What follows belongs to an exercise in optimizing a design on an open flow for a short achievable clock period and few clock cycles; a production flow would make more cautious choices. Only simulation tests tie the RTL to the original design; equivalence was not proved. Power is estimated from default activity; no workload was simulated.

==> flow/design.v <==
package proc_pkg;
    localparam int word_width     = 32;
    localparam int reg_addr_width = 5;
    localparam logic [4:0] op_rtype = 5'd0;
    localparam logic [4:0] op_j     = 5'd1;
    localparam logic [4:0] op_bne   = 5'd2;
    localparam logic [4:0] op_jal   = 5'd3;
    localparam logic [4:0] op_jr    = 5'd4;
    localparam logic [4:0] op_addi  = 5'd5;
    localparam logic [4:0] op_blt   = 5'd6;
    localparam logic [4:0] op_sw    = 5'd7;
    localparam logic [4:0] op_lw    = 5'd8;
    localparam logic [4:0] op_setx  = 5'd21;
    localparam logic [4:0] op_bex   = 5'd22;
endpackage
`timescale 1ns/1ps
import proc_pkg::*;
module processor (
    input  logic        clock,
    input  logic        reset,
    output logic [31:0] address_imem,
    input  logic [31:0] q_imem,
    output logic [31:0] address_dmem,
    output logic [31:0] data,
    output logic        wren,
    input  logic [31:0] q_dmem
);
    logic [31:0] pc, ras;
    logic        fd_valid, fd_pred_taken;
    logic        fd_uses_rs, fd_uses_b, fd_use_imm, fd_writes;
    logic [4:0]  fd_b, fd_dest;
    logic [31:0] fd_ir, fd_pc, fd_pc1, fd_ras;
    logic        dx_valid;
    logic        dx_add, dx_sub, dx_and, dx_or, dx_sll, dx_sra, dx_addi, dx_mem;
    logic        dx_lw, dx_sw, dx_bne, dx_blt, dx_bex, dx_jr, dx_const_op, dx_we;
    logic        dx_pred_taken;
    logic [31:0] dx_a, dx_opb, dx_b, dx_const, dx_alt, dx_ras, dx_pc;
    logic        dx_dep;
    logic [4:0]  dx_shamt, dx_dest;
    logic [1:0]  dx_code;
    logic        fa_m, fa_w, fa_d;
    logic        fo_m, fo_w, fo_d;
    logic        fb_m, fb_w, fb_d;
    logic        xm_we, xm_exc, xm_lw, xm_wren;
    logic [4:0]  xm_dest;
    logic [1:0]  xm_code;
    logic [31:0] xm_alu, xm_sd;
    logic        mw_we;
    logic [4:0]  mw_dest;
    logic [31:0] mw_result;
    logic [31:0] regs [1:31];
    logic        stall, redirect, replay, flush, reset_r;
    logic [31:0] redirect_pc, flush_pc;
    logic [4:0]  f_op, f_rd, f_rt;
    logic [31:0] pc1, f_btgt, f_jtgt;
    logic        f_is_br, f_is_jd, f_is_jr, f_r;
    assign address_imem = pc;
    assign f_op = q_imem[31:27];
    assign f_rd = q_imem[26:22];
    assign f_rt = q_imem[16:12];
    assign f_r  = f_op == op_rtype;
    assign pc1  = pc + 32'd1;
    logic [16:0] kg [0:5];
    logic [16:0] kp [0:5];
    logic [16:0] f_lo;
    logic [14:0] f_hi, f_hi_p, f_hi_m;
    always_comb begin
        kg[0] = pc1[16:0] & q_imem[16:0];
        kp[0] = pc1[16:0] ^ q_imem[16:0];
        for (int k = 0; k < 5; k++) begin
            for (int i = 0; i < 17; i++) begin
                if (i >= (1 << k)) begin
                    kg[k+1][i] = kg[k][i] | (kp[k][i] & kg[k][i - (1 << k)]);
                    kp[k+1][i] = kp[k][i] & kp[k][i - (1 << k)];
                end else begin
                    kg[k+1][i] = kg[k][i];
                    kp[k+1][i] = kp[k][i];
                end
            end
        end
        f_lo = kp[0] ^ {kg[5][15:0], 1'b0};
    end
    assign f_hi_p = pc1[31:17] + 15'd1;
    assign f_hi_m = pc1[31:17] - 15'd1;
    assign f_hi   = (q_imem[16] == kg[5][16]) ? pc1[31:17] : kg[5][16] ? f_hi_p : f_hi_m;
    assign f_btgt = {f_hi, f_lo};
    assign f_jtgt = {5'd0, q_imem[26:0]};
    assign f_is_jd = f_op == op_j || f_op == op_jal || f_op == op_bex;
    assign f_is_br = f_op == op_bne || (f_op == op_blt && q_imem[16]);
    assign f_is_jr = f_op == op_jr;
    logic        s_red, s_hold, s_norm;
    logic [31:0] pc_d;
    assign s_red  = !reset && flush;
    assign s_hold = !reset && !flush && stall;
    assign s_norm = !reset && !flush && !stall;
    assign pc_d = ({32{s_red}} & flush_pc) |
                  ({32{s_hold}} & pc) |
                  ({32{s_norm && f_is_br}} & f_btgt) |
                  ({32{s_norm && f_is_jd}} & f_jtgt) |
                  ({32{s_norm && f_is_jr}} & ras) |
                  ({32{s_norm && !f_is_br && !f_is_jd && !f_is_jr}} & pc1);
    always_ff @(posedge clock) begin
        pc <= pc_d;
        if (reset)
            ras <= '0;
        else if (f_op == op_jal)
            ras <= pc1;
        if (reset || flush)
            fd_valid <= 1'b0;
        else if (!stall)
            fd_valid <= 1'b1;
    end
    always_ff @(posedge clock) begin
        if (!stall) begin
            fd_ir         <= q_imem;
            fd_pc         <= pc;
            fd_pc1        <= pc1;
            fd_ras        <= ras;
            fd_pred_taken <= f_is_br || f_is_jd || f_is_jr;
            fd_uses_rs    <= f_r || f_op == op_addi || f_op == op_sw || f_op == op_lw ||
                             f_op == op_bne || f_op == op_blt;
            fd_uses_b     <= f_r || f_op == op_sw || f_op == op_bne || f_op == op_blt ||
                             f_op == op_jr || f_op == op_bex;
            fd_use_imm    <= f_op == op_addi || f_op == op_sw || f_op == op_lw;
            fd_b          <= f_r ? f_rt : (f_op == op_bex) ? 5'd30 : f_rd;
            fd_writes     <= f_r || f_op == op_addi || f_op == op_lw || f_op == op_jal ||
                             f_op == op_setx;
            fd_dest       <= (f_op == op_jal) ? 5'd31 : (f_op == op_setx) ? 5'd30 : f_rd;
        end
    end
    logic [4:0]  d_op, d_rs, d_fn;
    logic [31:0] d_imm, d_ra, d_rb;
    logic        d_r, d_go, d_we;
    logic        xm_we_act;
    logic [4:0]  xm_dest_act;
    assign d_op  = fd_ir[31:27];
    assign d_rs  = fd_ir[21:17];
    assign d_fn  = fd_ir[6:2];
    assign d_imm = {{15{fd_ir[16]}}, fd_ir[16:0]};
    assign d_r   = d_op == op_rtype;
    assign d_we  = fd_writes && fd_dest != 5'd0;
    assign d_ra = (d_rs == 5'd0) ? 32'd0 :
                  (mw_we && mw_dest == d_rs) ? mw_result : regs[d_rs];
    assign d_rb = (fd_b == 5'd0) ? 32'd0 :
                  (mw_we && mw_dest == fd_b) ? mw_result : regs[fd_b];
    assign stall = fd_valid && dx_valid && dx_lw && dx_dest != 5'd0 &&
                   ((fd_uses_rs && d_rs == dx_dest) || (fd_uses_b && fd_b == dx_dest));
    assign d_go = fd_valid && !stall && !flush;
    assign xm_we_act   = xm_we || xm_exc;
    assign xm_dest_act = xm_exc ? 5'd30 : xm_dest;
    logic dx_fwd_m, dx_fwd_x;
    assign dx_fwd_m = dx_valid && dx_we && !dx_lw;
    assign dx_fwd_x = dx_valid && (dx_add || dx_sub || dx_addi);
    logic a_m, a_x, a_w, o_m, o_w, b_m, b_x, b_w;
    assign a_m = fd_uses_rs && dx_fwd_m && d_rs != 5'd0 && d_rs == dx_dest;
    assign a_x = fd_uses_rs && dx_fwd_x && d_rs == 5'd30;
    assign a_w = xm_we_act && d_rs != 5'd0 && d_rs == xm_dest_act;
    assign b_m = fd_uses_b && dx_fwd_m && fd_b != 5'd0 && fd_b == dx_dest;
    assign b_x = fd_uses_b && dx_fwd_x && fd_b == 5'd30;
    assign b_w = xm_we_act && fd_b != 5'd0 && fd_b == xm_dest_act;
    assign o_m = !fd_use_imm && b_m;
    assign o_w = !fd_use_imm && b_w;
    always_ff @(posedge clock) begin
        dx_valid    <= !reset && d_go;
        dx_add      <= d_r && d_fn == 5'd0;
        dx_sub      <= d_r && d_fn == 5'd1;
        dx_and      <= d_r && d_fn == 5'd2;
        dx_or       <= d_r && d_fn == 5'd3;
        dx_sll      <= d_r && d_fn == 5'd4;
        dx_sra      <= d_r && d_fn == 5'd5;
        dx_addi     <= d_op == op_addi;
        dx_mem      <= d_op == op_lw || d_op == op_sw;
        dx_lw       <= d_op == op_lw;
        dx_sw       <= d_op == op_sw;
        dx_bne      <= d_op == op_bne;
        dx_blt      <= d_op == op_blt;
        dx_bex      <= d_op == op_bex;
        dx_jr       <= d_op == op_jr;
        dx_const_op <= d_op == op_jal || d_op == op_setx;
        dx_we       <= d_we;
        dx_dest     <= fd_dest;
        dx_shamt    <= fd_ir[11:7];
        dx_code     <= (d_op == op_addi) ? 2'd2 : (d_fn == 5'd1) ? 2'd3 : 2'd1;
        dx_a        <= d_ra;
        dx_opb      <= fd_use_imm ? d_imm : d_rb;
        dx_b        <= d_rb;
        dx_const    <= (d_op == op_jal) ? fd_pc1 : {5'd0, fd_ir[26:0]};
        dx_alt      <= fd_pred_taken ? fd_pc1 : fd_pc1 + d_imm;
        dx_pred_taken <= fd_pred_taken;
        dx_ras      <= fd_ras;
        dx_pc       <= fd_pc;
        fa_m <= a_m;
        fa_w <= a_w && !a_m;
        fa_d <= !a_m && !a_w;
        fo_m <= o_m;
        fo_w <= o_w && !o_m;
        fo_d <= !o_m && !o_w;
        fb_m <= b_m;
        fb_w <= b_w && !b_m;
        fb_d <= !b_m && !b_w;
        dx_dep <= a_m || a_x || b_m || b_x;
    end
    logic [31:0] x_a, x_opb, x_b, x_code32;
    logic [31:0] x_sum, x_diff, x_result;
    logic        x_ovf_add, x_ovf_sub, x_exc, x_taken, x_cond;
    assign x_code32 = {30'd0, xm_code};
    assign x_a   = ({32{fa_m}} & xm_alu) | ({32{fa_w}} & mw_result) | ({32{fa_d}} & dx_a);
    assign x_opb = ({32{fo_m}} & xm_alu) | ({32{fo_w}} & mw_result) | ({32{fo_d}} & dx_opb);
    assign x_b   = ({32{fb_m}} & xm_alu) | ({32{fb_w}} & mw_result) | ({32{fb_d}} & dx_b);
    logic x_ok;
    assign replay = dx_valid && xm_exc && dx_dep;
    assign x_ok   = dx_valid && !xm_exc || dx_valid && !dx_dep;
    assign x_sum  = x_a + x_opb;
    assign x_diff = x_a - x_opb;
    always_comb begin
        x_result = '0;
        if (dx_add || dx_addi || dx_mem) x_result = x_sum;
        if (dx_sub)      x_result = x_diff;
        if (dx_and)      x_result = x_a & x_opb;
        if (dx_or)       x_result = x_a | x_opb;
        if (dx_sll)      x_result = x_a << dx_shamt;
        if (dx_sra)      x_result = $signed(x_a) >>> dx_shamt;
        if (dx_const_op) x_result = dx_const;
    end
    assign x_ovf_add = (x_a[31] == x_opb[31]) && (x_sum[31] != x_a[31]);
    assign x_ovf_sub = (x_a[31] != x_opb[31]) && (x_diff[31] != x_a[31]);
    assign x_exc     = x_ok && (((dx_add || dx_addi) && x_ovf_add) || (dx_sub && x_ovf_sub));
    assign x_cond  = dx_bne || dx_blt || dx_bex;
    assign x_taken = (dx_bne && x_b != x_a) ||
                     (dx_blt && $signed(x_b) < $signed(x_a)) ||
                     (dx_bex && x_b != 32'd0);
    assign redirect    = x_ok && ((x_cond && x_taken != dx_pred_taken) ||
                                  (dx_jr && x_b != dx_ras));
    assign redirect_pc = dx_jr ? x_b : dx_alt;
    assign flush       = replay || redirect;
    assign flush_pc    = replay ? dx_pc : redirect_pc;
    always_ff @(posedge clock) begin
        xm_we   <= !reset && x_ok && dx_we;
        xm_exc  <= !reset && x_exc;
        xm_lw   <= !reset && x_ok && dx_lw;
        xm_wren <= !reset && x_ok && dx_sw;
        xm_dest <= dx_dest;
        xm_code <= dx_code;
        xm_alu  <= x_result;
        xm_sd   <= x_b;
    end
    assign address_dmem = xm_alu;
    assign data         = xm_sd;
    assign wren         = xm_wren;
    always_ff @(posedge clock) begin
        mw_we     <= !reset && xm_we_act;
        mw_dest   <= xm_dest_act;
        mw_result <= xm_lw ? q_dmem : xm_exc ? x_code32 : xm_alu;
    end
    always_ff @(posedge clock) begin
        reset_r <= reset;
    end
    always_ff @(posedge clock) begin
        if (reset_r) begin
            for (int i = 1; i < 32; i++)
                regs[i] <= '0;
        end else if (mw_we) begin
            regs[mw_dest] <= mw_result;
        end
    end
endmodule
==> flow/flow/run.sh <==
#!/bin/bash
set -euo pipefail
bash standard.sh SETUP_SLACK_MARGIN=6.5 finish > standard_flow.log 2>&1
==> flow/standard.sh <==
#!/bin/bash
# synth_recipe.tcl (not shown) runs the flow's synth.tcl, then flattens the netlist and writes it again
# the make line also repeats each setting of config.mk as NAME=value (left out here)
make -C /OpenROAD-flow-scripts/flow DESIGN_CONFIG=/design/flow/config.mk WORK_HOME=/design/flow/orfs CLKGATE_MAP_FILE= SYNTH_SCRIPT=/design/flow/synth_recipe.tcl "${@:-finish}"
==> flow/config.mk <==
export PLATFORM = sky130hd
export DESIGN_NAME = processor
export DESIGN_NICKNAME = processor
export VERILOG_FILES = /design/flow/design.v
export SDC_FILE = /design/flow/constraint.sdc
export NUM_CORES = 4
export LEC_CHECK = 0
export ABC_CLOCK_PERIOD_IN_PS = 3000
export CAP_MARGIN = 20
export CORE_MARGIN = 2
export CORE_UTILIZATION = 40
export SLEW_MARGIN = 20
export TNS_END_PERCENT = 100
==> flow/constraint.sdc <==
create_clock -name core_clock -period 10.0 [get_ports {clock}]
set_input_delay 2.0000 -clock core_clock [delete_from_list [all_inputs] [get_ports {clock}]]
set_output_delay 2.0000 -clock core_clock [all_outputs]
set_load 0.01 [all_outputs]
==> flow_summary.toml <==
[status]
status = "complete, no violations"

[worst_setup_path]
arrival_ns = 5.99
required_ns = 10.71
r2r_setup_slack_ns = 4.75
reg2reg_depth = 23
critPathLaunchType = "input pin"
crit_type = "in -> reg"
reg2reg_from = "pc[2]"
worstReg2RegEnd = "pc[31]"
path_max_fanout = 4
end_kind = "flop"

[sta]
hold_viol = 0
fin_crit_ns = 5.29
finalSetupViolCount = 0
fin_skew_ns = 0.0488
hold_ws_ns = 0.323
rsz0062_at_grt = "yes"
worst_slack_ns = 4.71
relSlewSlack = 0.311
period_share = 0.529
fmax_mhz = 189
drv_slew = 0
worst_slew_pin_slew_ns = 1.03
tns_ns = 0

[hold_path]
hold_end = "dx_pc[22]"
hold_path_depth = 0
hp-class = "reg -> reg"
worstHoldStart = "fd_pc[22]"

[synth]
ys_warn_count = 3
async_flop_share = 0
ys_seq_area_frac = 0.507
ys_ff_latch = 1620
ys.flop_type = "edfxtp_1"
ys_types = 89
synth_area_um2 = 87000
synthCells = 6894
syn_avg_cell_area_um2 = 12.6
synth_fp_nets = 7154
synth_edf_count = 1167

[cells_and_area]
area_growth_pct = 20.0
final_cells = 10200
nFillCells = 18800
largest_register_ffs = 1024
drive_gt1_frac = 0.308
largest_register = "regs"
layout.nets = 7467

[floorplanning]
die_area_um2 = 221000
die_h_um = 470
fp.dieW_um = 470
coreArea_um2 = 217000
start_util = 0.402
rows = 171
ios = 163

[global_routing]
grt_usage = 0.296
grtUsageMet1 = 0.376
grt_pass1_wl_um = 471000
grt_pass1_vias = 63000
grt_remaining_overflow = 0
grt_use_met2 = 0.475
grt_max_degree = 125
antenna_found_initial = 17
top_usage_layer = "met2"
met3_usage = 0.0603

[clock_tree]
cts_tree = "done"
hold_buffers = 0
cts_buffers = 174
clock_path_buffers = 3
cts_root_buf = "clkbuf_16"
clock_latency_ns = 0.85
clock_sinks = 1620
clk_pin_slew_ns = 0.08
h-tree-depth = 4

[route]
drc = 0
viasPerCell = 6.25
num_vias = 63800
wl_um = 335000
drt-initial-drc-count = 9080
drtAntennaViolNets = 0
first_pass_iters = 9
wl_per_cell_um = 32.9

[place]
place_inst = 9524
dp_slack_ns = 2.87
dpl.hpwl_um = 211000
gp_congestion = 0.962
portBuffers = 162

[power]
peakVddDrop_v = 0.000181
cellPowerDensity_nw_per_um2 = 188
p_leak_nw = 39.1
total_power_w = 0.0197

[job]
drv_cap = 0
## metrics by stage
step	area, µm²	utilization
2_1_floorplan	87600	-
3_3_place_gp	92300	0.426
3_5_place_dp	92300	0.426
4_1_cts	103000	0.474
5_1_grt	104000	0.482
6_report	104000	0.482
## kinds of logic (layout without fill, tap and decap cells)
logic type,Yosys count,count (layout),synth area share
muxes,879,879,0.195
xor gates and xnor gates,154,154,0.0155
and+or+nand+nor,2130,2130,0.131
buffers and inverters,800,1250,0.0352
DFF,1620,1620,0.507
adders and majority gates,194,194,0.0283
AOI/OAI and AO/OA,1117,1120,0.0884
other,0,8,0
## cells in the final DEF (no fill, tap or decap), types with 73 or more instances in the layout
cell and count:
edfxtp_1 1167, and2_1 1006, mux4_2 642, buf_4 443
nor2_1 387, dfxtp_1 353, nand2_1 280, a21oi_1 241
clkbuf_16 185, inv_1 162, o21ai_0 159, mux2i_1 132
a211oi_1 132, ha_1 131, buf_6 122, mux2_2 98
a222oi_1 96, xnor2_1 90, nor3_1 74, dfxtp_4 73
## power by group
part	leakage (nW)	switching, W	internal [W]
Sequential	16.0	0.000418	0.00768
Combinational	20.3	0.00294	0.00210
Clock	2.80	0.00287	0.00367
## critical path, stage by stage
cell and delay (ns):
buf_8 0.10, ha_4 0.26, o21ai_2 0.06, a21oi_2 0.20, nand2_2 0.09, o21a_1 0.24, a211oi_4 0.29, nor2_2 0.06
a211o_4 0.40, fa_2 0.41, a21o_1 0.20, a21oi_4 0.17, o21bai_4 0.10, a2111oi_4 0.31, nor3_2 0.10, a41o_1 0.24
nor4_4 0.26, nor4_2 0.09, a21oi_2 0.17, nand3b_1 0.14, o211ai_2 0.09
## layout make-up
cell class / instances / area [µm²] / area share
inverter: 184 / 727 / 0.00696
clock inverter: 87 / 830 / 0.00794
timing repair buffer: 750 / 7060 / 0.0676
multi-input combinational: 4477 / 42900 / 0.411
antenna: 8 / 20.0 / 0.000192
clock buffer: 229 / 4890 / 0.0469
sequential: 1620 / 44400 / 0.425
tap: 2854 / 3570 / 0.0342
## synth_stat cells (9+ instances only)
| library cell | count | area [µm²] |
|---|---|---|
| nor3_1 | 87 | 435 |
| o2bb2ai_1 | 11 | 96.3 |
| a21oi_1 | 287 | 1440 |
| edfxtp_1 | 1167 | 35000 |
| clkbuf_1 | 513 | 1930 |
| mux2i_1 | 137 | 1370 |
| buf_2 | 11 | 55.1 |
| a221o_1 | 13 | 130 |
| or2_2 | 43 | 269 |
| a22oi_1 | 15 | 113 |
| or3_1 | 18 | 113 |
| nor2_1 | 442 | 1660 |
| a222oi_1 | 96 | 961 |
| a221oi_1 | 47 | 412 |
| o2111ai_1 | 15 | 131 |
| mux2_2 | 100 | 1130 |
| nor4_1 | 28 | 175 |
| dfxtp_1 | 453 | 9070 |
| buf_1 | 86 | 323 |
| a21o_1 | 49 | 368 |
| and3_1 | 20 | 125 |
| nand3b_1 | 10 | 75.1 |
| o31ai_1 | 19 | 143 |
| o21a_1 | 31 | 233 |
| nor3b_1 | 9 | 67.6 |
| a211oi_1 | 157 | 1180 |
| o211ai_1 | 12 | 90.1 |
| o21ai_0 | 196 | 981 |
| nor2b_1 | 29 | 181 |
| a211o_1 | 10 | 87.6 |
| ha_1 | 189 | 2360 |
| o22ai_1 | 10 | 62.6 |
| and2_1 | 1010 | 6320 |
| a31oi_1 | 23 | 144 |
| xnor2_1 | 100 | 876 |
| nand2_1 | 288 | 1080 |
| nand4_1 | 27 | 169 |
| xor2_1 | 54 | 473 |
| inv_1 | 181 | 679 |
| o21bai_1 | 21 | 158 |
| mux4_2 | 642 | 14500 |
| nand2b_1 | 28 | 175 |
| nand3_1 | 68 | 340 |
## worst max path at each step
stage / from / end / cells after the start
finish: q_imem[5] / pc[31] / 21
CTS: q_imem[5] / pc[31] / 21
global placement: q_imem[1] / pc[31] / 21
floorplan: q_imem[2] / pc[31] / 20
global route: pc[3] / pc[31] / 23
detailed placement: q_imem[1] / pc[31] / 21
## per-layer routing
layer	share of wire	vias up
li1	-	26700
met4	0.062	8
met2	0.47	3529
met3	0.091	798
met5	0.00017	-
met1	0.38	32800
## repair_timing
| action | 4_1_cts | 5_1_grt |
|---|---|---|
| endpoints found under the setup margin | 727 | 97 |
| buffers inserted | 274 | 69 |
| hold endpoints to repair | 0 | 0 |
| resized for setup | 959 | 225 |
| gates cloned | 15 | 3 |
| pin swaps | 209 | 166 |
Testbench counts, summed over its fixed seeds: cycles 40,804.

afterwards: timing with drivers on the ports:
How much do the figures lean on ideal ports? The routed layout below was timed once more, with nothing changed but the port constraints. Step 1: set_driving_cell puts a clkbuf_16 on clock and a buf_2 on each other input, an assumption about the parent block. Step 2 times the ports against the registers' clock, not the clock port: input delays grow and output delays shrink by t, the midpoint of the rising clock arrivals with the driver on. a / b / c = no drivers / after step 1 / after step 2; a / b = the first two.
t, ns: 0.917
slack for setup (ns): 4.715 / 4.748 / 3.831
hold WS [ns]: 0.323 / 0.323 / 0.323
cell pins on the clock port's net: 1
After both steps this run still meets setup and hold. The setup slack of this run moves by +0.033 ns with the drivers and by -0.884 ns with both steps.
